Background: an optimization exercise with open tools, aiming at small area. Do not read the settings as production practice. The RTL was checked by simulation tests, not by an equivalence proof against the original design. Power is estimated from default activity; no workload was simulated.

juniper:
==> flow/design.v <==
package rf_pkg;
    localparam int RF_DATA_W = 32;
    localparam int RF_ADDR_W = 5;
    localparam int RF_NUM_RD = 2;
    function automatic [31:0] rf_reset_value(input [31:0] idx, input init_index);
        rf_reset_value = init_index ? idx : 32'd0;
    endfunction
endpackage
module rf_scoreboard #(
    parameter int ADDR_W   = rf_pkg::RF_ADDR_W,
    parameter int ZERO_REG = 1
) (
    input  logic                 rst,
    input  logic                 rsv_en,
    input  logic [ADDR_W-1:0]    rsv_addr,
    input  logic [2**ADDR_W-1:0] keep,
    input  logic [2**ADDR_W-1:0] busy,
    output logic [2**ADDR_W-1:0] busy_d
);
    localparam int DEPTH = 2**ADDR_W;
    localparam int R0    = (ZERO_REG != 0) ? 1 : 0;
    localparam int LO_W  = 2;
    localparam int HI_W  = ADDR_W - LO_W;
    localparam int NLO   = 2**LO_W;
    localparam int NHI   = 2**HI_W;
    logic [NLO-1:0] slo;
    logic [NHI-1:0] shi;
    for (genvar i = 0; i < NLO; i++) begin : g_slo
        assign slo[i] = rsv_en && !rst && rsv_addr[LO_W-1:0] == LO_W'(i);
    end
    for (genvar j = 0; j < NHI; j++) begin : g_shi
        assign shi[j] = rsv_addr[ADDR_W-1:LO_W] == HI_W'(j);
    end
    for (genvar r = 0; r < DEPTH; r++) begin : g_b
        if (r < R0) begin : g_zero
            assign busy_d[r] = 1'b0;
        end else begin : g_bit
            rf_wmux u_b (.q(busy[r]), .hold(keep[r]), .d(slo[r % NLO]), .load(shi[r / NLO]), .y(busy_d[r]));
        end
    end
endmodule
module rf_aoi #(
    parameter int W = 3
) (
    input  logic [W-1:0] a,
    input  logic [W-1:0] s,
    output logic         y
);
    assign y = ~|(a & s);
endmodule
module rf_nand #(
    parameter int W = 4
) (
    input  logic [W-1:0] a,
    output logic         y
);
    assign y = ~&a;
endmodule
module rf_or #(
    parameter int W = 3
) (
    input  logic [W-1:0] a,
    output logic         y
);
    assign y = |a;
endmodule
module rf_aor #(
    parameter int N = 32
) (
    input  logic [N-1:0] a,
    input  logic [N-1:0] s,
    output logic         y
);
    localparam int N3 = N / 3;                
    localparam int NG = N3 + (N - 3*N3);      
    localparam int NN = (NG + 3) / 4;
    logic [NG-1:0] yn;
    logic [NN-1:0] o;
    for (genvar g = 0; g < NG; g++) begin : g_grp
        localparam int W  = (g < N3) ? 3 : 1;
        localparam int LO = (g < N3) ? 3*g : 3*N3 + (g - N3);
        rf_aoi #(.W(W)) u_aoi (.a(a[LO +: W]), .s(s[LO +: W]), .y(yn[g]));
    end
    for (genvar k = 0; k < NN; k++) begin : g_nand
        localparam int W = (4*k + 4 <= NG) ? 4 : NG - 4*k;
        rf_nand #(.W(W)) u_nand (.a(yn[4*k +: W]), .y(o[k]));
    end
    rf_or #(.W(NN)) u_or (.a(o), .y(y));
endmodule
module rf_wmux (
    input  logic q,
    input  logic hold,
    input  logic d,
    input  logic load,
    output logic y
);
    assign y = (q & hold) | (d & load);
endmodule
module rf_and2 (
    input  logic a,
    input  logic b,
    output logic y
);
    assign y = a & b;
endmodule
module rf_o21a (
    input  logic a1,
    input  logic a2,
    input  logic b,
    output logic y
);
    assign y = (a1 | a2) & b;
endmodule
module rf_multiport #(
    parameter int DATA_W     = rf_pkg::RF_DATA_W,
    parameter int ADDR_W     = rf_pkg::RF_ADDR_W,
    parameter int NUM_RD     = rf_pkg::RF_NUM_RD,
    parameter int ZERO_REG   = 1,
    parameter int INIT_INDEX = 0
) (
    input  logic                     clk,
    input  logic                     rst,
    input  logic                     we,
    input  logic [ADDR_W-1:0]        waddr,
    input  logic [DATA_W-1:0]        wdata,
    input  logic                     rsv_en,
    input  logic [ADDR_W-1:0]        rsv_addr,
    input  logic [NUM_RD-1:0]        rd_en,
    input  logic [NUM_RD*ADDR_W-1:0] raddr,
    output logic [NUM_RD*DATA_W-1:0] rdata,
    output logic [NUM_RD-1:0]        rd_busy,
    output logic                     any_busy
);
    localparam int DEPTH = 2**ADDR_W;
    localparam int R0    = (ZERO_REG != 0) ? 1 : 0;
    localparam int NT    = DEPTH - R0 + 1;    
    localparam int LO_W  = 2;
    localparam int HI_W  = ADDR_W - LO_W;
    localparam int NLO   = 2**LO_W;
    localparam int NHI   = 2**HI_W;
    logic [DEPTH*DATA_W-1:0] mem_d;
    logic [DEPTH-1:0]        busy, busy_d;
    logic [DEPTH-1:0]        load, keep;
    logic [NLO-1:0]          wlo, nwlo;
    logic [NHI-1:0]          whi, nwhi;
    for (genvar i = 0; i < NLO; i++) begin : g_wlo
        assign wlo[i]  = we && !rst && waddr[LO_W-1:0] == LO_W'(i);
        assign nwlo[i] = !(we && waddr[LO_W-1:0] == LO_W'(i));
    end
    for (genvar j = 0; j < NHI; j++) begin : g_whi
        assign whi[j]  = waddr[ADDR_W-1:LO_W] == HI_W'(j);
        assign nwhi[j] = !whi[j];
    end
    for (genvar r = 0; r < DEPTH; r++) begin : g_ws
        if (r < R0) begin : g_zero
            assign load[r] = 1'b0;
            assign keep[r] = 1'b0;
        end else begin : g_drv
            rf_and2 u_ld (.a(wlo[r % NLO]), .b(whi[r / NLO]), .y(load[r]));
            rf_o21a u_kp (.a1(nwlo[r % NLO]), .a2(nwhi[r / NLO]), .b(!rst), .y(keep[r]));
        end
    end
    rf_scoreboard #(.ADDR_W(ADDR_W), .ZERO_REG(ZERO_REG)) u_sb (
        .rst(rst),
        .rsv_en(rsv_en),
        .rsv_addr(rsv_addr),
        .keep(keep),
        .busy(busy),
        .busy_d(busy_d)
    );
    always_ff @(posedge clk) begin
        busy     <= busy_d;
        any_busy <= |busy_d;
    end
    for (genvar r = 0; r < DEPTH; r++) begin : g_row
        if (r < R0) begin : g_zero
            assign mem_d[r*DATA_W +: DATA_W] = '0;
        end else begin : g_reg
            logic [DATA_W-1:0] m, m_d;
            for (genvar i = 0; i < DATA_W; i++) begin : g_bit
                rf_wmux u_wm (.q(m[i]), .hold(keep[r]), .d(wdata[i]), .load(load[r]), .y(m_d[i]));
            end
            always_ff @(posedge clk)
                m <= m_d;
            assign mem_d[r*DATA_W +: DATA_W] = m_d;
        end
    end
    for (genvar p = 0; p < NUM_RD; p++) begin : g_rd
        logic [ADDR_W-1:0] a;
        logic [DATA_W-1:0] d, q;
        logic              b, bn;
        logic [NLO-1:0]    rlo;
        logic [NHI-1:0]    rhi;
        logic [NT-1:0]     sel;
        assign a = raddr[p*ADDR_W +: ADDR_W];
        for (genvar i = 0; i < NLO; i++) begin : g_rlo
            assign rlo[i] = rd_en[p] && a[LO_W-1:0] == LO_W'(i);
        end
        for (genvar j = 0; j < NHI; j++) begin : g_rhi
            assign rhi[j] = a[ADDR_W-1:LO_W] == HI_W'(j);
        end
        for (genvar r = R0; r < DEPTH; r++) begin : g_sel
            rf_and2 u_sel (.a(rlo[r % NLO]), .b(rhi[r / NLO]), .y(sel[r-R0]));
        end
        rf_and2 u_hold (.a(!rd_en[p]), .b(!rst), .y(sel[NT-1]));
        for (genvar i = 0; i < DATA_W; i++) begin : g_bit
            logic [NT-1:0] col;
            for (genvar r = R0; r < DEPTH; r++) begin : g_col
                assign col[r-R0] = mem_d[r*DATA_W + i];
            end
            assign col[NT-1] = q[i];
            rf_aor #(.N(NT)) u_aor (.a(col), .s(sel), .y(d[i]));
        end
        rf_aor #(.N(NT)) u_aorb (.a({b, busy_d[DEPTH-1:R0]}), .s(sel), .y(bn));
        always_ff @(posedge clk) begin
            q <= d;
            b <= bn;
        end
        assign rdata[p*DATA_W +: DATA_W] = q;
        assign rd_busy[p] = b;
    end
endmodule
==> flow/config.mk <==
export PLATFORM = sky130hd
export DESIGN_NAME = rf_multiport
export DESIGN_NICKNAME = rf_multiport
export VERILOG_FILES = /design/flow/design.v
export SDC_FILE = /design/flow/constraint.sdc
export NUM_CORES = 4
export LEC_CHECK = 0
export CAP_MARGIN = 20
export CORE_MARGIN = 2
export CORE_UTILIZATION = 42
export SLEW_MARGIN = 20
export SYNTH_HIERARCHICAL = 1
==> flow/constraint.sdc <==
create_clock -name core_clock -period 5.0 [get_ports {clk}]
set_input_delay 1.0000 -clock core_clock [delete_from_list [all_inputs] [get_ports {clk}]]
set_output_delay 1.0000 -clock core_clock [all_outputs]
set_load 0.01 [all_outputs]
standard.sh (not shown) runs the stock make flow with config.mk's settings and CLKGATE_MAP_FILE= SYNTH_SCRIPT=/design/flow/synth_recipe.tcl, a recipe that flattens the netlist after the stock synthesis.
==> flow/flow/run.sh <==
#!/bin/bash
# Standard ORFS layout (the standard.sh, standard synthesis) with these changes: ports get
# the smallest buffer cell; the buffers that timing-driven global placement adds are dropped
# again after it (post_gpl.tcl), leaving slew and capacitance repair to the resize step; and
# clock tree synthesis clusters more sinks per clock buffer and inserts no dummy loads.
set -euo pipefail
export BUFFER_PORTS_ARGS="-buffer_cell sky130_fd_sc_hd__buf_1"
export POST_GLOBAL_PLACE_TCL="$PWD/flow/post_gpl.tcl"
export CTS_ARGS="-sink_clustering_enable -repair_clock_nets -dont_use_dummy_load -buf_list {sky130_fd_sc_hd__clkbuf_8 sky130_fd_sc_hd__clkbuf_16} -sink_clustering_size 28 -sink_clustering_max_diameter 70"
bash standard.sh > standard.log 2>&1
==> flow/flow/post_gpl.tcl <==
# Drop the buffers that timing-driven global placement added (named place*); the port buffers
# stay. repair_design in the resize step then fixes any slew or capacitance limit they covered.
set names {}
foreach inst [[ord::get_db_block] getInsts] {
  if { [string match "place*" [$inst getName]] } {
    lappend names [$inst getName]
  }
}
puts "removing [llength $names] placement buffers"
if { [llength $names] > 0 } {
  remove_buffers {*}$names
}
The inputs of raven differ from those of juniper as listed below.
- a change of CAP_MARGIN from 20 to 0
- a change of SLEW_MARGIN from 20 to 0
diff --git a/flow/flow/run.sh b/flow/flow/run.sh
--- a/flow/flow/run.sh
+++ b/flow/flow/run.sh
@@ -7,4 +7,4 @@
 export BUFFER_PORTS_ARGS="-buffer_cell sky130_fd_sc_hd__buf_1"
 export POST_GLOBAL_PLACE_TCL="$PWD/flow/post_gpl.tcl"
-export CTS_ARGS="-sink_clustering_enable -repair_clock_nets -dont_use_dummy_load -buf_list {sky130_fd_sc_hd__clkbuf_8 sky130_fd_sc_hd__clkbuf_16} -sink_clustering_size 28 -sink_clustering_max_diameter 70"
+export CTS_ARGS="-sink_clustering_enable -repair_clock_nets -dont_use_dummy_load -buf_list {sky130_fd_sc_hd__clkbuf_8 sky130_fd_sc_hd__clkbuf_16} -sink_clustering_size 24 -sink_clustering_max_diameter 70"
 bash standard.sh > standard.log 2>&1
Results
raven: full flow OK, the timing, design-rule and antenna checks passed
When the final numbers for juniper and raven were put side by side, the final critical-path required period turned out to be greater in raven.
Diff juniper -> raven | clock latency reported for the late side of the worst-skew pair | increase of 0.04 ns
raven against juniper: final net count ~0 delta; synthesized netlist net count stayed essentially flat; via count of the routed design about even; first-iteration DRC count down about 3.7%; non-clock buffer count fell by 9.
juniper has a lower wire length than raven.
Edits applied to the flow inputs when going from raven to quartz:
- CAP_MARGIN changed from 0 to 20
- SLEW_MARGIN changed from 0 to 20
==> flow/flow/run.sh <==
#!/bin/bash
# Standard ORFS layout (the standard.sh, standard synthesis) with two changes: ports get the
# smallest buffer cell, and clock tree synthesis clusters more sinks per clock buffer and
# inserts no dummy loads.
set -euo pipefail
export BUFFER_PORTS_ARGS="-buffer_cell sky130_fd_sc_hd__buf_1"
export CTS_ARGS="-sink_clustering_enable -repair_clock_nets -dont_use_dummy_load -buf_list {sky130_fd_sc_hd__clkbuf_8 sky130_fd_sc_hd__clkbuf_16} -sink_clustering_size 24 -sink_clustering_max_diameter 70"
bash standard.sh > standard.log 2>&1
removed: flow/flow/post_gpl.tcl
### Flow results
Against raven, quartz comes in 0.4 points higher on combinational cell fraction of total power. Between quartz and raven, it is quartz whose proportion of power drawn by flip-flops and latches is lower, by 0.2 points. Between quartz and raven, it is quartz whose design area is higher, by 2.7%. Diff quartz and raven: routed wire length lower in raven. Relative to raven, initial antenna violation count has increased by 3 in quartz. quartz against raven; layout clock buffer count is down slightly. Core util | quartz vs raven | quartz higher. quartz does better than raven on post-layout minimum cycle time. Against raven, quartz reports a overall global routing resource usage that is higher.
The following lists how cedar was set up differently from quartz:
- an added PLACE_DENSITY of 0.75
==> flow/flow/run.sh <==
#!/bin/bash
# Standard ORFS layout (the standard.sh, standard synthesis) with these changes: ports get
# the smallest buffer cell; the buffers that timing-driven global placement adds are dropped
# again after it (post_gpl.tcl), leaving slew and capacitance repair to the resize step; and
# clock tree synthesis clusters more sinks per clock buffer and inserts no dummy loads.
set -euo pipefail
export BUFFER_PORTS_ARGS="-buffer_cell sky130_fd_sc_hd__buf_1"
export POST_GLOBAL_PLACE_TCL="$PWD/flow/post_gpl.tcl"
export CTS_ARGS="-sink_clustering_enable -repair_clock_nets -dont_use_dummy_load -buf_list {sky130_fd_sc_hd__clkbuf_8 sky130_fd_sc_hd__clkbuf_16} -sink_clustering_size 24 -sink_clustering_max_diameter 70"
bash standard.sh > standard.log 2>&1
==> flow/flow/post_gpl.tcl (new file) <==
# Drop the buffers that timing-driven global placement added (named place*); the port buffers
# stay. repair_design in the resize step then fixes any slew or capacitance limit they covered.
set names {}
foreach inst [[ord::get_db_block] getInsts] {
  if { [string match "place*" [$inst getName]] } {
    lappend names [$inst getName]
  }
}
puts "removing [llength $names] placement buffers"
if { [llength $names] > 0 } {
  remove_buffers {*}$names
}
cedar vs. quartz: initial antenna violation count saw a decrease, achievable frequency dropped about 8%, routing usage on met3 moved up.
Compared with quartz, cedar shows switching share of power lower by 0.23 points.
Higher sequential share of layout area goes to cedar over quartz.
Relative to quartz, clock network area share has gone down in cedar.
Per the comparison of cedar with quartz, number of buffers created by CTS now sits lower, overall power now sits lower.
Inputs modified between cedar and xenon:
- PLACE_DENSITY: 0.75 -> unset
### Flow results
xenon reached the end of the flow, and the finished layout is clean on the timing, design-rule and antenna checks. Relative to cedar, the static power due to leakage of xenon is lower by about 0.4%. Compared with cedar, xenon is the more power-hungry design. xenon ended with less delay of the slowest cell on the worst path than cedar. Comparing worst setup slack for register-to-register paths for xenon and cedar, the bigger number came from xenon. Taking cedar as the reference point, the clock network power share of xenon rises by 1.2 points.

-- port drivers added, routing unchanged --
No port has a modelled driver above. Below, the same layouts with a new extraction and two added sets of constraints. Step 1 (the two cells are an assumption about what drives the block):
set clk [get_ports {clk}]
set_driving_cell -lib_cell sky130_fd_sc_hd__clkbuf_16 $clk
set_driving_cell -lib_cell sky130_fd_sc_hd__buf_2 [delete_from_list [all_inputs] $clk]
Step 2 moves the port delays by t, midway between the first and last clock arrival at a register: inputs arrive t later, outputs are due t later. That takes back most of the time a late clock gives input paths. a / b / c = ideal ports / drivers / drivers and shift; a / b = the first two.
| run | t (ns) | slack for setup (ns) | latest minus earliest clock arrival (ns) | slew at the worst register clock pin (ns) |
|---|---|---|---|---|
| juniper | 0.748 | 0.785 / 0.826 / 0.078 | 0.081 / 0.081 | 0.11 / 0.11 |
| raven | 0.762 | 0.512 / 0.556 / -0.205 | 0.100 / 0.099 | 0.11 / 0.11 |
| quartz | 0.752 | 1.162 / 1.103 / 0.350 | 0.075 / 0.075 | 0.11 / 0.11 |
| cedar | 0.730 | 0.848 / 0.880 / 0.150 | 0.068 / 0.068 | 0.10 / 0.10 |
| xenon | 0.742 | 0.775 / 0.815 / 0.073 | 0.065 / 0.065 | 0.10 / 0.10 |
With both steps, setup timing fails in raven, where it was met with ideal ports. The setup slack of quartz, which loses most, moves by -0.059 ns with the drivers and by -0.812 ns with both steps.
